What follows belongs to an exercise in optimizing a design on an open flow for small area; a production flow would make more cautious choices.
Function was checked by simulation only, so behaviour that the tests miss may differ from the original.
Power figures rest on the tool's default switching activity, not on a simulated workload.

==> design/flow/design.v <==
package rv3n_pkg;
	typedef enum logic [2:0] {
		ALU_ADD = 3'd0,
		ALU_SUB = 3'd1,
		ALU_AND = 3'd2,
		ALU_OR  = 3'd3,
		ALU_XOR = 3'd4,
		ALU_SLL = 3'd5,
		ALU_SRL = 3'd6,
		ALU_SLT = 3'd7
	} alu_op_t;
	function automatic logic [32-1:0] alu_eval(
		input logic [2:0]            op,
		input logic [32-1:0] a,
		input logic [32-1:0] b
	);
		logic [32-1:0] res;
		case (op)
			3'd0: res = a + b;
			3'd1: res = a - b;
			3'd2: res = a & b;
			3'd3: res = a | b;
			3'd4: res = a ^ b;
			3'd5: res = a << b[4:0];
			3'd6: res = a >> b[4:0];
			3'd7: res = {{(32-1){1'b0}}, ($signed(a) < $signed(b))};
			default: res = '0;
		endcase
		alu_eval = res;
	endfunction
endpackage
module rv3n_issue (
	input  logic                   i_clk,
	input  logic                   i_rst,
	input  logic                   i_req,
	input  logic [2:0]             i_op,
	input  logic [5-1:0] i_rd,
	input  logic [5-1:0] i_rs0,
	input  logic [5-1:0] i_rs1,
	input  logic                   i_use_imm,
	input  logic                   i_hold,
	output logic                   o_ready,
	input  logic [32-1:0]  i_result,
	output logic                   o_valid,
	output logic [5-1:0] o_rd,
	output logic [32-1:0]  o_result,
	output logic                   o_step,
	output logic                   o_run
);
	logic                   run_q;
	logic                   step;
	logic                   accept;
	logic                   rd_pend;
	logic                   rs0_pend;
	logic                   rs1_pend;
	logic                   valid_q;
	logic [5-1:0] rd_q;
	logic [32-1:0]  result_q;
	assign rd_pend  = valid_q && (rd_q != '0);
	assign rs0_pend = rd_pend && (i_rs0 == rd_q);
	assign rs1_pend = rd_pend && (i_rs1 == rd_q) && !i_use_imm;
	assign step    = !i_hold;
	assign o_ready = run_q && step && !rs0_pend && !rs1_pend;
	assign accept  = i_req && o_ready;
	always_ff @(posedge i_clk) begin
		if (i_rst) begin
			run_q   <= 1'b0;
			valid_q <= 1'b0;
		end else begin
			run_q <= 1'b1;
			if (step) begin
				valid_q <= accept;
			end
		end
	end
	always_ff @(posedge i_clk) begin
		if (step) begin
			rd_q <= i_rd;
		end
		if (step || i_rst) begin
			result_q <= i_result;
		end
	end
	assign o_valid  = valid_q;
	assign o_rd     = rd_q;
	assign o_result = result_q;
	assign o_step   = step;
	assign o_run    = run_q;
endmodule
module rv3n_stage_ch (
	input  logic                   i_clk,
	input  logic                   i_rst,
	input  logic                   in_step,
	input  logic                   in_valid,
	input  logic [5-1:0] in_rd,
	input  logic [32-1:0]  in_result,
	output logic                   out_valid,
	output logic [5-1:0] out_rd,
	output logic [32-1:0]  out_result
);
	always_ff @(posedge i_clk) begin
		if (i_rst) begin
			out_valid <= 1'b0;
		end else if (in_step) begin
			out_valid <= in_valid;
		end
	end
	always_ff @(posedge i_clk) begin
		if (in_step) begin
			out_rd     <= in_rd;
			out_result <= in_result;
		end
	end
endmodule
module rv3n_alu_pg (
	input  logic i_a,
	input  logic i_b,
	input  logic i_sub,
	output logic o_p,
	output logic o_g
);
	logic bx;
	assign bx  = i_b ^ i_sub;
	assign o_p = i_a ^ bx;
	assign o_g = i_a & bx;
endmodule
module rv3n_alu_carry #(
	parameter int W = 32,
	parameter int LW = 5
) (
	input  logic [W-1:0] i_p,
	input  logic [W-1:0] i_g,
	input  logic         i_cin,
	output logic [W-1:0] o_c
);
	logic [W-1:0] gp;
	logic [W-1:0] pp;
	always_comb begin
		gp    = i_g;
		pp    = i_p;
		gp[0] = i_g[0] | (i_p[0] & i_cin);
		for (int l = 1; (1 << l) <= W; l++) begin
			for (int i = (1 << l) - 1; i < W; i += (1 << l)) begin
				gp[i] = gp[i] | (pp[i] & gp[i - (1 << (l - 1))]);
				pp[i] = pp[i] & pp[i - (1 << (l - 1))];
			end
		end
		for (int l = LW - 1; l >= 1; l--) begin
			for (int i = 3 * (1 << (l - 1)) - 1; i < W; i += (1 << l)) begin
				gp[i] = gp[i] | (pp[i] & gp[i - (1 << (l - 1))]);
				pp[i] = pp[i] & pp[i - (1 << (l - 1))];
			end
		end
	end
	assign o_c = {gp[W-2:0], i_cin};
endmodule
module rv3n_mux2i (
	input  logic       i_s,
	input  logic [1:0] i_d,
	output logic       o_yn
);
	assign o_yn = !(i_s ? i_d[1] : i_d[0]);
endmodule
module rv3n_alu_ao4n (
	input  logic [3:0] i_sn,
	input  logic [3:0] i_dn,
	output logic       o_yn
);
	assign o_yn = !(|(~i_sn & ~i_dn));
endmodule
module rv3n_alu_ao3n (
	input  logic [2:0] i_sn,
	input  logic [2:0] i_dn,
	output logic       o_yn
);
	assign o_yn = !(|(~i_sn & ~i_dn));
endmodule
module rv3n_alu_ao2n (
	input  logic [1:0] i_sn,
	input  logic [1:0] i_dn,
	output logic       o_yn
);
	assign o_yn = !(|(~i_sn & ~i_dn));
endmodule
module rv3n_alu_ao2 (
	input  logic [1:0] i_sn,
	input  logic [1:0] i_dn,
	output logic       o_y
);
	assign o_y = |(~i_sn & ~i_dn);
endmodule
module rv3n_alu_shstage #(
	parameter int K = 1
) (
	input  logic [3:0]  i_sn,
	input  logic [31:0] i_xn,
	output logic [31:0] o_yn
);
	for (genvar i = 0; i < 32; i++) begin : g_bit
		if (i + 3 * K < 32) begin : g_4
			rv3n_alu_ao4n u_ao (
				.i_sn (i_sn),
				.i_dn ({i_xn[i+3*K], i_xn[i+2*K], i_xn[i+K], i_xn[i]}),
				.o_yn (o_yn[i])
			);
		end else if (i + 2 * K < 32) begin : g_3
			rv3n_alu_ao3n u_ao (
				.i_sn (i_sn[2:0]),
				.i_dn ({i_xn[i+2*K], i_xn[i+K], i_xn[i]}),
				.o_yn (o_yn[i])
			);
		end else if (i + K < 32) begin : g_2
			rv3n_alu_ao2n u_ao (
				.i_sn (i_sn[1:0]),
				.i_dn ({i_xn[i+K], i_xn[i]}),
				.o_yn (o_yn[i])
			);
		end else begin : g_1
			assign o_yn[i] = i_sn[0] | i_xn[i];
		end
	end
endmodule
module rv3n_alu_shr (
	input  logic [31:0] i_an,
	input  logic [4:0]  i_s,
	output logic [31:0] o_y
);
	logic [3:0]  s0n;
	logic [3:0]  s1n;
	logic [31:0] x1n;
	logic [31:0] x2n;
	always_comb begin
		for (int k = 0; k < 4; k++) begin
			s0n[k] = (i_s[1:0] != k);
			s1n[k] = (i_s[3:2] != k);
		end
	end
	rv3n_alu_shstage #(.K(1)) u_st0 (.i_sn(s0n), .i_xn(i_an), .o_yn(x1n));
	rv3n_alu_shstage #(.K(4)) u_st1 (.i_sn(s1n), .i_xn(x1n), .o_yn(x2n));
	for (genvar i = 0; i < 32; i++) begin : g_st2
		if (i < 16) begin : g_2
			rv3n_alu_ao2 u_ao (
				.i_sn ({!i_s[4], i_s[4]}),
				.i_dn ({x2n[i+16], x2n[i]}),
				.o_y  (o_y[i])
			);
		end else begin : g_1
			assign o_y[i] = !(i_s[4] | x2n[i]);
		end
	end
endmodule
module rv3n_alu_out (
	input  logic i_s_sum,
	input  logic i_sum,
	input  logic i_s_g,
	input  logic i_g,
	input  logic i_s_p,
	input  logic i_p,
	input  logic i_s_srl,
	input  logic i_srl,
	input  logic i_s_sll,
	input  logic i_sll,
	output logic o_y
);
	assign o_y = (i_s_sum & i_sum) | (i_s_g & i_g) | (i_s_p & i_p) |
	             (i_s_srl & i_srl) | (i_s_sll & i_sll);
endmodule
module rv3n_alu (
	input  logic [2:0]            i_op,
	input  logic                  i_zero,
	input  logic [32-1:0] i_a,
	input  logic [32-1:0] i_b,
	output logic [32-1:0] o_res
);
	localparam int W = 32;
	logic         sub;
	logic [W-1:0] p;
	logic [W-1:0] g;
	logic [W-1:0] c;
	logic [W-1:0] sum;
	logic         lt;
	logic         is_sll;
	logic [W-1:0] sh_inn;
	logic [W-1:0] sh;
	logic [W-1:0] sh_rev;
	logic         s_sum;
	logic         s_g;
	logic         s_p;
	logic         s_srl;
	logic         s_sll;
	logic         s_slt;
	logic [W-1:0] res;
	assign sub = (i_op == 3'd1) || (i_op == 3'd7);
	for (genvar i = 0; i < W; i++) begin : g_pg
		rv3n_alu_pg u_pg (.i_a(i_a[i]), .i_b(i_b[i]), .i_sub(sub), .o_p(p[i]), .o_g(g[i]));
	end
	rv3n_alu_carry #(.W(W)) u_carry (.i_p(p), .i_g(g), .i_cin(sub), .o_c(c));
	assign sum = p ^ c;
	assign lt  = p[W-1] ? sum[W-1] : i_a[W-1];
	assign is_sll = (i_op == 3'd5);
	always_comb begin
		for (int i = 0; i < W; i++) begin
			sh_rev[i] = sh[W-1-i];
		end
	end
	for (genvar i = 0; i < W; i++) begin : g_rev
		rv3n_mux2i u_rev (
			.i_s  (is_sll),
			.i_d  ({i_a[W-1-i], i_a[i]}),
			.o_yn (sh_inn[i])
		);
	end
	rv3n_alu_shr u_shr (.i_an(sh_inn), .i_s(i_b[4:0]), .o_y(sh));
	assign s_sum = !i_zero && ((i_op == 3'd0) || (i_op == 3'd1));
	assign s_g   = !i_zero && ((i_op == 3'd2) || (i_op == 3'd3));
	assign s_p   = !i_zero && ((i_op == 3'd3) || (i_op == 3'd4));
	assign s_sll = !i_zero && is_sll;
	assign s_srl = !i_zero && (i_op == 3'd6);
	assign s_slt = !i_zero && (i_op == 3'd7);
	for (genvar i = 0; i < W; i++) begin : g_out
		rv3n_alu_out u_out (
			.i_s_sum (s_sum), .i_sum (sum[i]),
			.i_s_g   (s_g),   .i_g   (g[i]),
			.i_s_p   (s_p),   .i_p   (p[i]),
			.i_s_srl (s_srl), .i_srl (sh[i]),
			.i_s_sll (s_sll), .i_sll (sh_rev[i]),
			.o_y     (res[i])
		);
	end
	assign o_res = {res[W-1:1], res[0] | (s_slt & lt)};
endmodule
module rv3n_aoi222 (
	input  logic a0,
	input  logic a1,
	input  logic b0,
	input  logic b1,
	input  logic c0,
	input  logic c1,
	output logic y
);
	assign y = !((a0 && a1) || (b0 && b1) || (c0 && c1));
endmodule
module rv3n_aoi22 (
	input  logic [1:0] i_s,
	input  logic [1:0] i_d,
	output logic       o_yn
);
	assign o_yn = !(|(i_s & i_d));
endmodule
module rv3n_nand4 (
	input  logic [3:0] i_a,
	output logic       o_y
);
	assign o_y = !(&i_a);
endmodule
module rv3n_nand3 (
	input  logic [2:0] i_a,
	output logic       o_y
);
	assign o_y = !(&i_a);
endmodule
module rv3n_or3 (
	input  logic [2:0] i_a,
	output logic       o_y
);
	assign o_y = |i_a;
endmodule
module rv3n_rdbit #(
	parameter int N = 32
) (
	input  logic [N-1:0] i_sel,
	input  logic [N-1:0] i_d,
	output logic         o_q
);
	logic [10:0] y;
	logic [3:0]  z;
	for (genvar g = 0; g < 10; g++) begin : g_aoi
		rv3n_aoi222 u_aoi (
			.a0 (i_sel[3*g]),   .a1 (i_d[3*g]),
			.b0 (i_sel[3*g+1]), .b1 (i_d[3*g+1]),
			.c0 (i_sel[3*g+2]), .c1 (i_d[3*g+2]),
			.y  (y[g])
		);
	end
	if (N == 32) begin : g_two
		assign y[10] = 1'b1;
		assign z[3]  = (i_sel[30] && i_d[30]) || (i_sel[31] && i_d[31]);
		rv3n_nand4 u_z0 (.i_a(y[3:0]), .o_y(z[0]));
		rv3n_nand4 u_z1 (.i_a(y[7:4]), .o_y(z[1]));
		assign z[2] = !(y[8] && y[9]);
		assign o_q  = |z;
	end else begin : g_one
		assign y[10] = !(i_sel[30] && i_d[30]);
		assign z[3]  = 1'b0;
		rv3n_nand4 u_z0 (.i_a(y[3:0]),  .o_y(z[0]));
		rv3n_nand4 u_z1 (.i_a(y[7:4]),  .o_y(z[1]));
		rv3n_nand3 u_z2 (.i_a(y[10:8]), .o_y(z[2]));
		rv3n_or3   u_q  (.i_a(z[2:0]),  .o_y(o_q));
	end
endmodule
module rv3n_gsr (
	input  logic                   i_clk,
	input  logic                   i_clr,
	input  logic [5-1:0] i_rs0,
	output logic [32-1:0]  o_rs0_data,
	input  logic [5-1:0] i_rs1,
	input  logic                   i_use_imm,
	input  logic [32-1:0]  i_imm,
	output logic [32-1:0]  o_opb_data,
	input  logic                   i_we,
	input  logic [5-1:0] i_wr_rd,
	input  logic [32-1:0]  i_wr_data
);
	localparam int N = 32;
	logic [N-1:1][32-1:0] regs;
	logic [N-1:1]                 wr;
	logic [N-1:1]                 sel0;
	logic [N-1:0]                 sel1;
	always_comb begin
		sel1[0] = i_use_imm;
		for (int r = 1; r < N; r++) begin
			wr[r]   = i_clr || (i_we && (i_wr_rd == r));
			sel0[r] = (i_rs0 == r);
			sel1[r] = !i_use_imm && (i_rs1 == r);
		end
	end
	always_ff @(posedge i_clk) begin
		for (int r = 1; r < N; r++) begin
			if (wr[r]) begin
				regs[r] <= i_wr_data;
			end
		end
	end
	for (genvar b = 0; b < 32; b++) begin : g_bit
		logic [N-1:1] d0;
		logic [N-1:0] d1;
		always_comb begin
			d1[0] = i_imm[b];
			for (int r = 1; r < N; r++) begin
				d0[r] = regs[r][b];
				d1[r] = regs[r][b];
			end
		end
		rv3n_rdbit #(.N(N-1)) u_rd0 (.i_sel(sel0), .i_d(d0), .o_q(o_rs0_data[b]));
		rv3n_rdbit #(.N(N)) u_rd1 (.i_sel(sel1), .i_d(d1), .o_q(o_opb_data[b]));
	end
endmodule
module rv3n_core_top (
	input  logic                   i_clk,
	input  logic                   i_rst,
	input  logic                   i_req,
	input  logic [2:0]             i_op,
	input  logic [5-1:0] i_rd,
	input  logic [5-1:0] i_rs0,
	input  logic [5-1:0] i_rs1,
	input  logic                   i_use_imm,
	input  logic [32-1:0]  i_imm,
	input  logic                   i_hold,
	output logic                   o_ready,
	output logic                   o_wb_valid,
	output logic [5-1:0] o_wb_rd,
	output logic [32-1:0]  o_wb_data
);
	localparam int NL = 4 + 1;
	logic [NL-1:0]                  l_valid;
	logic [NL-1:0][5-1:0] l_rd;
	logic [NL-1:0][32-1:0]  l_result;
	logic                  step;
	logic                  run;
	logic [32-1:0] opa;
	logic [32-1:0] opb;
	logic [32-1:0] alu_res;
	genvar k;
	rv3n_gsr u_gsr (
		.i_clk      (i_clk),
		.i_clr      (!run),
		.i_rs0      (i_rs0),
		.o_rs0_data (opa),
		.i_rs1      (i_rs1),
		.i_use_imm  (i_use_imm),
		.i_imm      (i_imm),
		.o_opb_data (opb),
		.i_we       (step && l_valid[0]),
		.i_wr_rd    (l_rd[0]),
		.i_wr_data  (l_result[0])
	);
	rv3n_alu u_alu (
		.i_op  (i_op),
		.i_zero(i_rst),
		.i_a   (opa),
		.i_b   (opb),
		.o_res (alu_res)
	);
	rv3n_issue u_issue (
		.i_clk     (i_clk),
		.i_rst     (i_rst),
		.i_req     (i_req),
		.i_op      (i_op),
		.i_rd      (i_rd),
		.i_rs0     (i_rs0),
		.i_rs1     (i_rs1),
		.i_use_imm (i_use_imm),
		.i_hold    (i_hold),
		.o_ready   (o_ready),
		.i_result  (alu_res),
		.o_valid   (l_valid[0]),
		.o_rd      (l_rd[0]),
		.o_result  (l_result[0]),
		.o_step    (step),
		.o_run     (run)
	);
	generate
	for (k = 0; k < 4; k++) begin : gen_stage_ch
		rv3n_stage_ch u_stage_ch (
			.i_clk      (i_clk),
			.i_rst      (i_rst),
			.in_step    (step),
			.in_valid   (l_valid[k]),
			.in_rd      (l_rd[k]),
			.in_result  (l_result[k]),
			.out_valid  (l_valid[k+1]),
			.out_rd     (l_rd[k+1]),
			.out_result (l_result[k+1])
		);
	end
	endgenerate
	assign o_wb_valid = l_valid[NL-1];
	assign o_wb_rd    = l_rd[NL-1];
	assign o_wb_data  = l_result[NL-1];
endmodule
==> design/flow/flow/run.sh <==
#!/bin/bash
# Layout flow: the standard flow (standard.sh: standard synthesis,
# floorplan, power grid, placement, CTS, routing), with one change: the
# buffers that placement puts on every input and output port are
# sky130_fd_sc_hd__buf_1 instead of the flow's default choice.
# make's full output goes to standard.log; each ORFS step keeps its own
# log under orfs/logs/.
set -euo pipefail
bash standard.sh \
	"BUFFER_PORTS_ARGS=-buffer_cell sky130_fd_sc_hd__buf_1" \
	finish > standard.log 2>&1
==> design/flow/standard.sh <==
#!/bin/bash
# synth_recipe.tcl (not shown) runs the flow's synth.tcl, then flattens the netlist and writes it again
# the make line also repeats each setting of config.mk as NAME=value (left out here)
make -C /OpenROAD-flow-scripts/flow DESIGN_CONFIG=/design/flow/config.mk WORK_HOME=/design/flow/orfs CLKGATE_MAP_FILE= SYNTH_SCRIPT=/design/flow/synth_recipe.tcl "${@:-finish}"
==> design/flow/config.mk <==
export PLATFORM = sky130hd
export DESIGN_NAME = rv3n_core_top
export DESIGN_NICKNAME = rv3n_core_top
export VERILOG_FILES = /design/flow/design.v
export SDC_FILE = /design/flow/constraint.sdc
export NUM_CORES = 4
export LEC_CHECK = 0
export CAP_MARGIN = 0
export CORE_MARGIN = 2
export CORE_UTILIZATION = 45
export CTS_CLUSTER_DIAMETER = 100
export CTS_CLUSTER_SIZE = 25
export PLACE_DENSITY = 0.6
export SLEW_MARGIN = 0
export SYNTH_HIERARCHICAL = 1
==> design/flow/constraint.sdc <==
create_clock -name core_clock -period 8.0 [get_ports {i_clk}]
set_input_delay 1.6000 -clock core_clock [delete_from_list [all_inputs] [get_ports {i_clk}]]
set_output_delay 1.6000 -clock core_clock [all_outputs]
set_load 0.01 [all_outputs]
==> run summary, run 1 <==
* Clock network power share at 22.9%
* Setup TNS at 0 ns
* Worst path buffer plus inverter count at 2
* Fin util at 49.9%
* RSZ-0062 raised after global routing: no
* Setup WS pre-CTS at 0.557 ns
* CP Launch Type: input port
* Critical path's largest stage delay at 1.04 ns
* Final WS setup at 0.925 ns
* Max stage delay cell, worst path: nor2_2
* Sequential Power Share at 63.3%
* Hold_buf cts at 0
* EDFF count, synth at 1,177
* Status: finished clean
* CTS tree: built
* Post-route ant nets at 0
* Cells after DPL at 4,476
* Switch share at 29.7%
* Crit Path Max Fanout at 17
* Comb power frac at 13.9%
* Area growth, synth to finish at 9.56%
* Die Wd at 334 µm
* Max IR drop VDD at 0.184 mV
* WHS at 0.417 ns
* Worst-Margin Slew at 1.41 ns
* Mapped Nets at 2,992
* DR pass1 iterations at 15
* Worst clock skew at 0.0400 ns
* Fin crit share at 88.4%
* Max frequency at 141 MHz
* DRC viols at 0
* Placer Congestion at 0.972
* CP required at 8.42 ns
* Commonest non-fill, non-tap cell in the layout: edfxtp_1
* Pwr Total at 14.2 mW
* Yosys reg bits at 1,183
* Setup Crit Path Kind: in2reg
* Fill cells at 8,794
* Hold Fails Final Rpt at 0
* Post-route minimum period at 7.08 ns
* Slew Limit Fails at 0
* Clock sink total at 1,183
* Crit-path leading delay family: simple AND/OR/NAND/NOR gates
* Post-synthesis sequential area ratio at 72.5%
* CTS max path bufs at 3
* Most frequent cells in the layout: edfxtp_1 (1,177), a222oi_1 (672), nand4_1 (166)
* Pin count of the biggest net entering global routing at 68
* H-tree Lvls at 2
* Placed instance area at 52,000 µm²
* Synthesized area per cell at 16.8 µm²
* CP Cell Sequence: buf_1 > or4_4 > nor2_2 > buf_4 > a222oi_1 > nand4_1 > nor2_1 > nand4_1 > xor2_1 > ha_1 > a21oi_1 > o21ai_2 > a21oi_2 > o21ai_0 > a21o_1 > a21o_2 > xor2_1 > a222oi_1 > nand2_1
* Worst skew pair latency at 0.72 ns
* Reg clk slew, reported paths at 0.09 ns
* Final std cells w/o fill at 4,552
* Die height at 334 µm
* GRT Resource Usage Total at 31.6%
* Post-layout nets at 3,218
* Worst setup EP type: flop
* Cts bufs inserted at 56
* Initial antenna violation count at 10
* Post-synthesis async set-or-reset flop share at 0%
* Worst min path class: reg2reg
* Initial Util at 45.5%
* Max Cap Violations at 0
* Cell variety after synth at 64
* Design area at 53,600 µm²
* WL/cell at 40.0 µm
* Port Buffers at 93
* Vias in the first global route at 33.8k
* Pwr per Cell Area at 266 nW/µm²
* Synthesis warning total at 12
* 1st-iter DRT viols at 10.4k
* Setup-failing EPs final at 0
* Vias at 36.1k
* Post-Route WL at 182,000 µm
* Core ar. at 107,000 µm²
* Switching power at 4.22 mW
* Placement Rows at 120
* Remaining Overflow, GRT at 0
* Hpwl dp at 114,000 µm
* Power Internal at 10.0 mW
* Via density at 7.93
* Slew margin rel. at 6.16%
* Layout cell share with drive strength beyond 1 at 9.41%
* I/O pins at 94
* Post-CTS sizing at 0
* Mapped Cells at 2,905
* Post-CTS Setup Bufs at 0
* Root Driver: clkbuf_16
* Cell Area, Synth at 48,900 µm²
* Static leakage at 17.6 nW
* CP arrival at 7.50 ns
* Primary FF master, synth: edfxtp_1
* First-pass GRT wire length at 254,000 µm
* Die Area at 111,000 µm²
metal layers:
metal / vias to the layer above / GRT usage, % / part of all wire [%]
li1: 14085 / - / -
met1: 17925 / 43.3 / 36
met3: 510 / 10.4 / 16
met4: 4 / 10.1 / 3.6
met5: - / 0 / 0.010
met2: 3582 / 47.7 / 44
layout make-up:
class | instances | area, µm² | area share [%]
antenna | 2 | 5.00 | 0.00934
multi-input combinational | 1662 | 13400 | 25.0
sequential | 1183 | 35500 | 66.2
clock buffer | 63 | 1430 | 2.67
tap | 1403 | 1760 | 3.28
inverter | 14 | 57.6 | 0.107
timing repair buffer | 214 | 1310 | 2.44
clock inverter | 11 | 136 | 0.255
power groups by stage:
stage | Combinational (mW) | Clock [mW] | Sequential, mW
2_1_floorplan | 1.18 | 0 | 8.70
3_3_place_gp | 1.90 | 0 | 9.02
3_5_place_dp | 1.90 | 0 | 9.09
4_1_cts | 1.90 | 3.30 | 8.95
5_1_grt | 2.07 | 3.49 | 9.10
6_report | 1.97 | 3.25 | 9.01
modules after synthesis, one instance, submodules excluded, a selection:
module | area (µm²) | flops+latches | copies in the design | cells
rv3n_alu | 631 | 0 | 1 | 80
rv3n_core_top | 10.0 | 0 | 1 | 2
rv3n_nand4 | 6.26 | 0 | 128 | 1
rv3n_stage_ch | 1140 | 38 | 4 | 40
rv3n_or3 | 6.26 | 0 | 32 | 1
rv3n_alu_ao4n | 16.3 | 0 | 49 | 3
sequential cells by signal, summed over array words and instances (netlist names):
name and cells:
u_gsr.regs 992, u_issue.result_q 32, u_issue.valid_q 1, gen_stage_ch.u_stage_ch.out_valid 4
u_issue.rd_q 5, u_issue.run_q 1, gen_stage_ch.u_stage_ch.out_rd 20, gen_stage_ch.u_stage_ch.out_result 128
synth_stat cells (all sizes together) (5+ instances only):
cell type / number / area share (%)
nand2b: 10 / 0.13
a22oi: 64 / 0.98
xor2: 68 / 1.2
o22ai: 120 / 1.5
a222oi: 672 / 14
ha: 32 / 0.82
a31o: 7 / 0.13
o22a: 5 / 0.090
o21bai: 18 / 0.28
or3: 34 / 0.44
nor2: 181 / 1.4
clkbuf: 9 / 0.069
or2: 11 / 0.14
buf: 37 / 0.58
nand2: 82 / 0.63
nand4: 166 / 2.1
o21ai: 16 / 0.17
xnor2: 7 / 0.13
dfxtp: 6 / 0.25
edfxtp: 1177 / 72
nand3: 37 / 0.38
a21o: 27 / 0.42
inv: 14 / 0.11
a21oi: 17 / 0.19
mux2i: 37 / 0.76
worst reg2reg max path: stages, from the launching register on:
cell and delay, ns:
edfxtp_1 0.40, a222oi_1 0.39, nand4_1 0.23, nor2_1 0.36, nand4_1 0.32, xor2_1 0.24
ha_1 0.39, a21oi_1 0.25, o21ai_2 0.12, a21oi_2 0.32, o21ai_0 0.21, a21o_1 0.26
a21o_2 0.23, xor2_1 0.21, a222oi_1 0.64, nand2_1 0.12
path summary, 6_finish.rpt:
path                                               endpoint  slack (ns)  cells after the start                                       from
setup reg to reg                       u_issue.result_q[10]        3.03                     15                            u_gsr.regs[258]
setup / recovery                       u_issue.result_q[10]        0.92                     19                                   i_rs1[2]
hold / removal    gen_stage_ch[1].u_stage_ch.out_result[22]        0.42                      0  gen_stage_ch[0].u_stage_ch.out_result[22]
hold reg to reg   gen_stage_ch[1].u_stage_ch.out_result[22]        0.42                      0  gen_stage_ch[0].u_stage_ch.out_result[22]
cell families after synthesis:
kind of cell    after synthesis  share of synthesized area, %
fa+ha+maj                    32                         0.819
flops                      1183                          72.5
buf+inv                      60                         0.752
compound gates              959                          17.8
simple gates                559                          5.98
mux                          37                         0.757
xor+xnor                     75                          1.34
==> inputs of run 2 (changes only) <==
--- a/design/flow/config.mk
+++ b/design/flow/config.mk
@@ -11,4 +11,5 @@
 export CTS_CLUSTER_DIAMETER = 100
 export CTS_CLUSTER_SIZE = 25
+export GPL_ROUTABILITY_DRIVEN = 0
 export PLACE_DENSITY = 0.6
 export SLEW_MARGIN = 0
==> run summary, run 2 <==
* Hpwl dp at 105,000 µm
* Port Buffers at 93
* Switching power at 4.15 mW
* Setup-failing EPs final at 0
* Vias at 36.2k
* Hold_buf cts at 0
* Hold Fails Final Rpt at 0
* DRC viols at 0
* Post-layout nets at 3,211
* I/O pins at 94
* Busiest grt layer: met2
* GRT Resource Usage Total at 30.6%
* WHS at 0.425 ns
* Register area at 35,500 µm²
* Setup Crit Path Kind: in2reg
* Post-synthesis sequential area ratio at 72.5%
* Met2 GRT Util at 45.9%
* Synthesized area per cell at 16.8 µm²
* First-pass GRT wire length at 247,000 µm
* Reg clk slew, reported paths at 0.10 ns
* Worst min path class: reg2reg
* Pwr Total at 14.2 mW
* Post-synth top area share at 72.3%
* CP required at 8.47 ns
* Final std cells w/o fill at 4,549
* Die Area at 111,000 µm²
* Remaining Overflow, GRT at 0
* Fin crit share at 87.9%
* Regs by FF count: u_gsr.regs: 992 flops, gen_stage_ch.u_stage_ch.out_result: 128 flops, u_issue.result_q: 32 flops
* Clock network power share at 22.9%
* Comb power frac at 13.7%
* Slew Limit Fails at 0
* Reg with most FFs: u_gsr.regs
* Cell Area, Synth at 48,900 µm²
* Commonest cells post-synth: edfxtp_1 (1,177), a222oi_1 (672), nor2_1 (177), nand4_1 (166), o22ai_1 (120)
* Placement Rows at 120
* Worst-Margin Slew at 1.37 ns
* Area growth, synth to finish at 9.47%
* Post-CTS sizing at 0
* Cell variety after synth at 64
* Placed instance area at 51,900 µm²
* Initial Util at 45.5%
* Cts bufs inserted at 55
* Static leakage at 17.5 nW
* EDFF count, synth at 1,177
* M1 GR Usage at 41.0%
* Cells after DPL at 4,470
* Worst flop-to-flop path endpoint: u_issue.result_q[27]
* Routing usage on met3 at 10.4%
* Power Internal at 10.0 mW
* Mapped Nets at 2,992
* CP Launch Type: input port
* Layout cell share with drive strength beyond 1 at 9.14%
* Slew margin rel. at 8.43%
* Worst Hold End: gen_stage_ch[1].u_stage_ch.out_result[18]
* CTS max path bufs at 3
* CTS tree: built
* Max Cap Violations at 0
* Design area at 53,500 µm²
* R2r worst-path depth at 15
* Setup TNS at 0 ns
* Post-route ant nets at 0
* Via density at 7.97
* Multi-input gate area at 13,400 µm²
* Top cells by area, synth: edfxtp_1 (72%), a222oi_1 (14%), nand4_1 (2.1%), o22ai_1 (1.5%), nor2_1 (1.4%)
* Root Driver: clkbuf_16
* Most frequent cells in the layout: edfxtp_1 (1,177), a222oi_1 (672), nand4_1 (166)
* Crit Path Max Fanout at 19
* Max reg flops at 992
* Clock sink total at 1,183
* Status: finished clean
* Worst clock skew at 0.0643 ns
* Pwr per Cell Area at 265 nW/µm²
* Die height at 334 µm
* DR pass1 iterations at 15
* Switch share at 29.3%
* Most common cell in the synthesized netlist: edfxtp_1
* Mapped Cells at 2,905
* WHS Path Cells at 0
* RSZ-0062 raised after global routing: no
* Fill cells at 8,795
* Hold wc startpoint: gen_stage_ch[0].u_stage_ch.out_result[18]
* Pin count of the biggest net entering global routing at 85
* Die Wd at 334 µm
* Max IR drop VDD at 0.192 mV
* R2r setup slk at 3.15 ns
* Worst skew pair latency at 0.73 ns
* Yosys reg bits at 1,183
* WL/cell at 38.8 µm
* Synth area leader: edfxtp_1
* Core ar. at 107,000 µm²
* H-tree Lvls at 2
* Post-Route WL at 176,000 µm
* Synthesis warning total at 12
* Final WS setup at 0.966 ns
* Max frequency at 142 MHz
* Worst setup EP type: flop
* Sequential Power Share at 63.4%
* Post-synthesis async set-or-reset flop share at 0%
* Worst R2R Start: u_gsr.regs[65]
* Primary FF master, synth: edfxtp_1
* Vias in the first global route at 34.3k
* Commonest non-fill, non-tap cell in the layout: edfxtp_1
* Fin util at 49.9%
* CP arrival at 7.50 ns
* 1st-iter DRT viols at 10.9k
* Initial antenna violation count at 11
* Setup WS pre-CTS at 0.528 ns
* Post-route minimum period at 7.03 ns
* Post-CTS Setup Bufs at 0
## run 2: cell counts after synthesis
No cell type changed its count.
## run 2: cell families (layout without fill, tap and decap cells)
kind of cell,after synthesis,count (layout),synth area share (%)
flip-flops,1183,1183,72.5
AO/OA/AOI/OAI,959,959,17.8
AND/OR/NAND/NOR,559,559,5.98
XOR/XNOR,75,75,1.34
buffers and inverters,60,296,0.752
multiplexers,37,37,0.757
adder cells (fa/ha/maj),32,32,0.819
other,0,5,0
## run 2: final cells by class
cell class / count / area share, %
multi-input combinational: 1662 / 25.0
clock inverter: 10 / 0.316
inverter: 14 / 0.108
timing repair buffer: 208 / 2.34
antenna: 5 / 0.0234
sequential: 1183 / 66.3
clock buffer: 64 / 2.63
tap: 1403 / 3.28
## run 2: per-layer routing
layer / part of all wire, % / routed length (µm)
met5: 0.018 / 31
met4: 4.5 / 7940
met3: 17 / 30100
met2: 44 / 76900
met1: 35 / 61400
## run 2: critical path, stage by stage
cell	delay (ns)
buf_1	0.31
or4b_4	0.57
nor2_2	1.04
buf_4	0.44
a222oi_1	0.15
nand4_1	0.23
nor2_1	0.14
nand4_1	0.13
xor2_1	0.37
ha_1	0.39
a21oi_1	0.28
o21ai_0	0.16
a221oi_1	0.33
o21ai_0	0.15
a41o_1	0.31
a31o_1	0.27
xor2_1	0.16
a222oi_1	0.31
nand2_1	0.09
## run 2: power groups by stage
stage          registers [mW]  clock network [mW]  logic (mW)
3_3_place_gp             8.98                   0        1.81
5_1_grt                  9.07                3.49        2.02
4_1_cts                  8.92                3.29        1.84
6_report                 8.98                3.25        1.93
3_5_place_dp             9.06                   0        1.84
2_1_floorplan            8.70                   0        1.18
## run 2: worst max path at each step
| stage | startpoint | end | depth (start not counted) |
|---|---|---|---|
| 2_1_floorplan | i_hold | u_gsr.regs[608] | 4 |
| 3_3_place_gp | i_rs1[3] | u_issue.result_q[31] | 19 |
| 3_5_place_dp | i_rs1[3] | u_issue.result_q[31] | 19 |
| 4_1_cts | i_rs1[3] | u_issue.result_q[31] | 19 |
| 5_1_grt | i_rs1[3] | u_issue.result_q[31] | 19 |
| 6_report | i_rs1[3] | u_issue.result_q[31] | 19 |
## run 2: Yosys stat by module (local to each module, per instance), excerpt
module / copies in the design / flops+latches
rv3n_alu_ao4n: 49 / 0
rv3n_alu_ao2: 16 / 0
rv3n_alu_ao3n: 5 / 0
rv3n_alu_shr: 1 / 0
rv3n_alu_out: 32 / 0
rv3n_alu: 1 / 0
rv3n_gsr: 1 / 992
rv3n_core_top: 1 / 0
==> inputs of run 3 (changes only) <==
==> design/flow/flow/run.sh (replaced) <==
#!/bin/bash
# Layout flow: the standard flow (standard.sh: standard synthesis,
# floorplan, power grid, placement, CTS, routing), with two changes: the
# buffers that placement puts on every input and output port are
# sky130_fd_sc_hd__buf_1 instead of the flow's default choice, and clock
# tree synthesis adds no dummy loads (it otherwise runs with the flow's
# arguments and the cluster settings of config.mk).
# make's full output goes to standard.log; each ORFS step keeps its own
# log under orfs/logs/.
set -euo pipefail
bash standard.sh \
	"BUFFER_PORTS_ARGS=-buffer_cell sky130_fd_sc_hd__buf_1" \
	"CTS_ARGS=-sink_clustering_enable -repair_clock_nets -sink_clustering_size 25 -sink_clustering_max_diameter 100 -dont_use_dummy_load" \
	finish > standard.log 2>&1
==> run summary, run 3 <==
* Post-CTS sizing at 0
* Worst skew pair latency at 0.73 ns
* Status: finished clean
* Most common cell in the synthesized netlist: edfxtp_1
* Power Internal at 9.93 mW
* Routing usage on met3 at 10.7%
* Worst min path class: reg2reg
* Hold Fails Final Rpt at 0
* Setup WS pre-CTS at 0.528 ns
* Vias in the first global route at 34.3k
* CP Cell Sequence: buf_1 > or4b_4 > nor2_2 > buf_4 > a222oi_1 > nand4_1 > nor2_1 > nand4_1 > xor2_1 > ha_1 > a21oi_1 > o21ai_0 > a221oi_1 > o21ai_0 > a41o_1 > a31o_1 > xor2_1 > a222oi_1 > nand2_1
* Cell Area, Synth at 48,900 µm²
* WL/cell at 39.0 µm
* Initial Util at 45.5%
* Setup-failing EPs final at 0
* Comb power frac at 13.8%
* Regs by FF count: u_gsr.regs: 992 flops, gen_stage_ch.u_stage_ch.out_result: 128 flops, u_issue.result_q: 32 flops
* CTS max path bufs at 3
* Crit path to: u_issue.result_q[31]
* Pin count of the biggest net entering global routing at 85
* Most frequent cells in the layout: edfxtp_1 (1,177), a222oi_1 (672), nand4_1 (166)
* CP startpoint: i_rs1[3]
* Post-layout nets at 3,211
* Post-synthesis sequential area ratio at 72.5%
* Commonest cells post-synth: edfxtp_1 (1,177), a222oi_1 (672), nor2_1 (177), nand4_1 (166), o22ai_1 (120)
* Max reg flops at 992
* Top cells by area, synth: edfxtp_1 (72%), a222oi_1 (14%), nand4_1 (2.1%), o22ai_1 (1.5%), nor2_1 (1.4%)
* Levels on crit path at 19
* Via density at 8.02
* I/O pins at 94
* Max frequency at 142 MHz
* DRC viols at 0
* Area growth, synth to finish at 9.06%
* Cell variety after synth at 64
* Fin crit share at 88.1%
* Slew Limit Fails at 0
* Primary FF master, synth: edfxtp_1
* RSZ-0062 raised after global routing: no
* Switch share at 29.1%
* Post-Route WL at 177,000 µm
* CP Launch Type: input port
* Post-CTS Setup Bufs at 0
* Crit-path leading delay family: simple AND/OR/NAND/NOR gates
* CP arrival at 7.49 ns
* Max Cap Violations at 0
* Remaining Overflow, GRT at 0
* Crit Path Max Fanout at 19
* Die Wd at 334 µm
* Hold wc startpoint: gen_stage_ch[1].u_stage_ch.out_result[8]
* Die Area at 111,000 µm²
* Post-route minimum period at 7.05 ns
* Worst flop-to-flop path endpoint: u_issue.result_q[0]
* Layout cell share with drive strength beyond 1 at 8.90%
* Worst setup EP type: flop
* Met2 GRT Util at 45.8%
* WHS at 0.418 ns
* Synthesis warning total at 12
* Static leakage at 17.4 nW
* Slew margin rel. at 6.36%
* Vias at 36.4k
* EDFF count, synth at 1,177
* Yosys reg bits at 1,183
* Worst-Margin Slew at 1.40 ns
* Post-synth top area share at 72.3%
* Commonest non-fill, non-tap cell in the layout: edfxtp_1
* R2r worst-path depth at 13
* M1 GR Usage at 40.8%
* GRT Resource Usage Total at 30.5%
* Clock sink total at 1,183
* Busiest grt layer: met2
* Design area at 53,300 µm²
* CP required at 8.44 ns
* Switching power at 4.08 mW
* Max stage delay cell, worst path: nor2_2
* Initial antenna violation count at 9
* Critical path's largest stage delay at 1.06 ns
* Root Driver: clkbuf_16
* Fill cells at 8,810
* Placement Rows at 120
* Setup Crit Path Kind: in2reg
* Synthesized area per cell at 16.8 µm²
* Mapped Cells at 2,905
* Hold_buf cts at 0
* Placed instance area at 51,900 µm²
* Worst path buffer plus inverter count at 2
* 1st-iter DRT viols at 10.6k
* Max IR drop VDD at 0.186 mV
* Core ar. at 107,000 µm²
* Worst R2R Start: u_gsr.regs[65]
* Post-route ant nets at 0
* Final WS setup at 0.950 ns
* Reg clk slew, reported paths at 0.10 ns
* H-tree Lvls at 2
* R2r setup slk at 3.00 ns
* Cts bufs inserted at 55
* Reg with most FFs: u_gsr.regs
* Sequential Power Share at 64.2%
* Hpwl dp at 105,000 µm
* CTS tree: built
* Setup TNS at 0 ns
* Pwr per Cell Area at 263 nW/µm²
* Worst clock skew at 0.111 ns
* Port Buffers at 93
* Clock network power share at 22.0%
* Die height at 334 µm
* First-pass GRT wire length at 247,000 µm
* Post-synthesis async set-or-reset flop share at 0%
* Mapped Nets at 2,992
* Synth area leader: edfxtp_1
* DR pass1 iterations at 15
[run 3: per-stage QoR]
step / instances / total power, mW / utilization, %
detailed placement: 4470 / 10.9 / 48.4
floorplan: 2905 / 9.88 / -
global route: 4525 / 14.4 / 49.7
finish: 4531 / 14.0 / 49.7
global placement: 4470 / 10.8 / 48.4
CTS: 4525 / 13.9 / 49.7
[run 3: Yosys stat by module (local to each module, per instance), a selection]
| module | flops+latches | times used | area (µm²) |
|---|---|---|---|
| rv3n_alu_ao2 | 0 | 16 | 6.26 |
| rv3n_stage_ch | 38 | 4 | 1140 |
| rv3n_alu_ao3n | 0 | 5 | 13.8 |
| rv3n_aoi222 | 0 | 640 | 10.0 |
| rv3n_alu_pg | 0 | 32 | 21.3 |
| rv3n_gsr | 992 | 1 | 30600 |
| rv3n_alu_ao2n | 0 | 5 | 8.76 |
| rv3n_alu_ao4n | 0 | 49 | 16.3 |
| rv3n_or3 | 0 | 32 | 6.26 |
| rv3n_issue | 39 | 1 | 1320 |
| rv3n_mux2i | 0 | 32 | 10.0 |
| rv3n_nand3 | 0 | 32 | 5.00 |
[run 3: final cells by class]
class / instances / area, µm² / area share [%]
sequential: 1183 / 35500 / 66.5
multi-input combinational: 1662 / 13400 / 25.1
tap: 1403 / 1760 / 3.29
clock buffer: 55 / 1380 / 2.58
timing repair buffer: 208 / 1250 / 2.35
inverter: 14 / 57.6 / 0.108
antenna: 6 / 15.0 / 0.0282
[run 3: cells by family after synthesis]
logic type	after synthesis	synth area share (%)
simple gates	559	5.98
compound gates	959	17.8
buf+inv	60	0.752
xor+xnor	75	1.34
mux	37	0.757
flops	1183	72.5
fa+ha+maj	32	0.819
[run 3: per-layer routing]
layer,wire (µm),share of wire (%)
met5,45,0.025
met4,7900,4.5
met3,30300,17
met2,76900,44
met1,61500,35
[run 3: worst min-delay path by stage]
stage / depth (start not counted) / slack [ns] / endpoint
6_report: 0 / 0.42 / gen_stage_ch[2].u_stage_ch.out_result[8]
5_1_grt: 0 / 0.43 / gen_stage_ch[2].u_stage_ch.out_result[8]
4_1_cts: 0 / 0.42 / gen_stage_ch[1].u_stage_ch.out_result[27]
3_5_place_dp: 0 / 0.40 / gen_stage_ch[1].u_stage_ch.out_result[11]
3_3_place_gp: 0 / 0.40 / gen_stage_ch[2].u_stage_ch.out_result[30]
2_1_floorplan: 0 / 0.40 / gen_stage_ch[1].u_stage_ch.out_rd[0]
[run 3: power groups by stage]
stage / clock network (mW) / logic (mW) / registers, mW
global route: 3.31 / 2.02 / 9.07
global placement: 0 / 1.81 / 8.98
CTS: 3.11 / 1.84 / 8.92
finish: 3.08 / 1.94 / 8.99
floorplan: 0 / 1.18 / 8.70
detailed placement: 0 / 1.84 / 9.06

re-timing with driven ports:
No port has a modelled driver above. Below, the same layouts with a new extraction and two added sets of constraints. Step 1 assumes that a clkbuf_16 drives the clock port and a buf_2 every other input. Step 2, shift: input delay + t, output delay - t, t = (earliest + latest rising clock arrival at the registers) / 2. This alone moves slack from input paths to output paths. Three values: ideal ports, drivers, drivers and shift; two values: the first two.
run | t, ns | setup WS [ns] | worst setup path at the end
run 1 | 0.773 | 0.925 / 0.973 / 0.200 | input to register
run 2 | 0.766 | 0.966 / 1.003 / 0.237 | input to register
run 3 | 0.742 | 0.950 / 0.986 / 0.244 | input to register
After both steps every run listed still meets setup and hold. The setup slack of run 2, which loses most, moves by +0.037 ns with the drivers and by -0.729 ns with both steps.
